From an optimization exercise on the open Yosys and OpenROAD flow, aimed at small area and a short achievable clock period; shortcuts taken in it are not production practice. Function was checked by simulation only, so behaviour that the tests miss may differ from the original. Power and IR drop assume default switching activity.

// rwm_core
module rwm_core (
	input  logic                     afi_clk,
	input  logic                     afi_reset_n,
	input  rwm_isa_pkg::host_addr_t  host_addr_i,
	input  rwm_isa_pkg::host_data_t  host_wdata_i,
	input  logic                     cmd_write_i,
	input  logic                     cmd_read_i,
	input  rwm_phy_pkg::wdata_t      afi_rdata_i,
	input  logic                     afi_rdata_valid_i,
	output rwm_isa_pkg::host_data_t  host_rdata_o,
	output logic                     cmd_done_o,
	output rwm_phy_pkg::wdata_t      afi_wdata_o,
	output rwm_phy_pkg::dm_t         afi_dm_o,
	output rwm_phy_pkg::ac_bus_t     ac_bus_o,
	output rwm_phy_pkg::cs_bus_t     cs_bus_o
);
export LEC_CHECK = 0
export CAP_MARGIN = 20
export CORE_MARGIN = 2
export CORE_UTILIZATION = 40
export SETUP_SLACK_MARGIN = 1.0
export SLEW_MARGIN = 20
create_clock -name core_clock -period 5.5 [get_ports {afi_clk}]
run.sh (not shown) runs the stock make flow with config.mk's settings and CLKGATE_MAP_FILE= SYNTH_SCRIPT=/design/flow/synth_recipe.tcl, a recipe that flattens the netlist after the stock synthesis.
Rerun with:
- SETUP_SLACK_MARGIN: 1.0 -> 3.0
The new run completed without violations.
Routed wire length rises by 18%.
Worst setup slack gets better by 0.75 ns.
Final cell count rises by 5.0%.
Register-to-register slack gets better by 0.75 ns.

Another version of the RTL of rwm_core (not shown whole).
Size: roughly 9500 cells after synthesis, roughly 4000 flip-flops, roughly 180 I/O pins, roughly 120000 um2 of cells after synthesis.
make LEC_CHECK=0 CAP_MARGIN=20 CORE_MARGIN=2 CORE_UTILIZATION=66 CTS_CLUSTER_DIAMETER=150 CTS_CLUSTER_SIZE=20 SETUP_SLACK_MARGIN=2.8 SLEW_MARGIN=20 finish   # period 5.5 ns
The starting point went through all stages and came out clean.
Rerun with:
Settings changed: CORE_UTILIZATION 66 to 60, TNS_END_PERCENT set to 20.
Effect: Synthesized area stays the same; final cell count goes up by 2.4%; hold slack improved by 0.074 ns; global-route usage goes down by 2.7 points; wire length goes up by 2.8%.
Rerun with:
Settings changed: CTS_CLUSTER_SIZE 20 to 24, SETUP_SLACK_MARGIN 2.8 to 2.9, TNS_END_PERCENT 20 to unset.
The new run went through all stages and came out clean.
Wire length is higher slightly.
Final area is higher slightly.
Sequential share of layout area is lower by 0.61 points.
Sequential cell count does not change.
Non-clock buffer count is higher by 94.

== v6 ==
Another version of the RTL of rwm_core (not shown whole).
Size: ~4,000 flip-flops, roughly 180 I/O pins, ~120,000 um^2 of cells after synthesis.
## rwm_core
module rwm_core (
	input  logic                     afi_clk,
	input  logic                     afi_reset_n,
	input  rwm_isa_pkg::host_addr_t  host_addr_i,
	input  rwm_isa_pkg::host_data_t  host_wdata_i,
	input  logic                     cmd_write_i,
	input  logic                     cmd_read_i,
	input  rwm_phy_pkg::wdata_t      afi_rdata_i,
	input  logic                     afi_rdata_valid_i,
	output rwm_isa_pkg::host_data_t  host_rdata_o,
	output logic                     cmd_done_o,
	output rwm_phy_pkg::wdata_t      afi_wdata_o,
	output rwm_phy_pkg::dm_t         afi_dm_o,
	output rwm_phy_pkg::ac_bus_t     ac_bus_o,
	output rwm_phy_pkg::cs_bus_t     cs_bus_o
);
	logic running;
	logic run_start;
	logic cntr_load;
	logic jump_load;
	logic inst_wr;
	logic inst_we;
	logic ac_we;
	logic inst_keep;
	logic ac_keep;
	logic [3:0] ac_hi;
	logic [3:0] ac_mid;
	logic [11:0] pa;
	logic [25:0] pd;
	rwm_phy_pkg::cs_mask_t cs_mask;
	logic clear_err;
	logic loopback;
	logic ret_seen;
	rwm_isa_pkg::pc_t pc_next;
	rwm_phy_pkg::err_word_t err_word;
	rwm_phy_pkg::err_word_t err_next;
	rwm_isa_pkg::sinst_t op;
	logic [1:0] phase;
	rwm_phy_pkg::wdata_t wdata;
	logic wr_beat;
	rwm_phy_pkg::wdata_t chk_rdata;
	logic chk_valid;
	rwm_host_frontend u_frontend (
		.afi_clk(afi_clk), .afi_reset_n(afi_reset_n),
		.host_addr_i(host_addr_i), .host_wdata_i(host_wdata_i),
		.cmd_write_i(cmd_write_i), .cmd_read_i(cmd_read_i),
		.ret_seen_i(ret_seen), .pc_next_i(pc_next), .err_next_i(err_next), .phase_i(phase),
		.cmd_done_o(cmd_done_o), .host_rdata_o(host_rdata_o),
		.running_o(running), .run_start_o(run_start),
		.cntr_load_o(cntr_load), .jump_load_o(jump_load),
		.inst_wr_o(inst_wr), .inst_we_o(inst_we), .ac_we_o(ac_we),
		.inst_keep_o(inst_keep), .ac_keep_o(ac_keep),
		.pa_o(pa), .pd_o(pd),
		.cs_mask_o(cs_mask), .clear_err_o(clear_err), .loopback_o(loopback)
	);
	rwm_sequencer u_sequencer (
		.afi_clk(afi_clk), .afi_reset_n(afi_reset_n),
		.running_i(running), .run_start_i(run_start),
  ...
export LEC_CHECK = 0
export CAP_MARGIN = 20
export CORE_MARGIN = 2
export CORE_UTILIZATION = 60
export CTS_CLUSTER_DIAMETER = 150
export CTS_CLUSTER_SIZE = 24
export SETUP_SLACK_MARGIN = 3.0
export SLEW_MARGIN = 20
create_clock -name core_clock -period 5.5 [get_ports {afi_clk}]
v6 finished every step from synthesis to the final layout, and the layout passed the timing, design-rule and antenna checks.
Here is what was changed in the inputs of v7 compared with v6.
Settings: changing CTS_CLUSTER_SIZE from 24 to 20.
[summary]
- v7 finished all stages; the layout is clean.
- v7 reports a lower worst hold slack than v6 does.
- Critical path endpoint = u_sequencer.op_q[14]$_DFF_P_: v7; critical path endpoint = u_sequencer.op_q[3]$_DFF_P_: v6
- The core of v7 is more densely filled than that of v6.
- [compare] base=v6 new=v7: number of global-route vias before repair now sits higher, final cycle utilization of the critical path now sits higher.
- NOTE: global-route usage in v7 falls short of that of v6
- Launch point of the worst path = u_sequencer.fa_ring_q[15]$_DFFE_PP_: v7; launch point of the worst path = u_sequencer.fa_ring_q[29]$_DFFE_PP_: v6
- Clock power share: v7 and v6 compared, lower one is v6
- In v7 the register share of total power turned out 1.7 points lower than in v6.
- Area growth from synthesis to layout | v7 above v6

-- separate check: timing with driven ports --
The flow's constraints put no driver on any port. The routed layouts listed below were extracted and timed again, unchanged, in two steps. Step 1 (the two cells are an assumption about what drives the block):
set clk [get_ports {afi_clk}]
set_driving_cell -lib_cell sky130_fd_sc_hd__clkbuf_16 $clk
set_driving_cell -lib_cell sky130_fd_sc_hd__buf_2 [delete_from_list [all_inputs] $clk]
Step 2 also shifts input and output timing later by t, the mid clock arrival at the registers, as if the neighbouring blocks saw the same clock. a / b / c = no drivers / after step 1 / after step 2; a / b = the first two.
run	shift t [ns]	setup WS [ns]	clock arrival spread, ns	pins driven straight from the clock port
the first run of note 1	1.006	1.041 / 1.041 / 1.041	0.101 / 0.101	1
the second run of note 1	1.027	1.794 / 1.794 / 1.794	0.134 / 0.134	1
the first run of note 2	0.996	2.593 / 2.593 / 1.993	0.039 / 0.039	1
the second run of note 2	0.995	2.585 / 2.585 / 1.893	0.035 / 0.035	1
the third run of note 2	0.959	2.552 / 2.552 / 1.931	0.052 / 0.051	1
v6	0.993	2.627 / 2.627 / 2.133	0.044 / 0.044	1
v7	0.997	2.591 / 2.592 / 2.161	0.044 / 0.043	1
After both steps setup and hold are still met in every run listed. The setup slack of the second run of note 2, which loses most, moves by 0.000 ns with the drivers and by -0.692 ns with both steps.
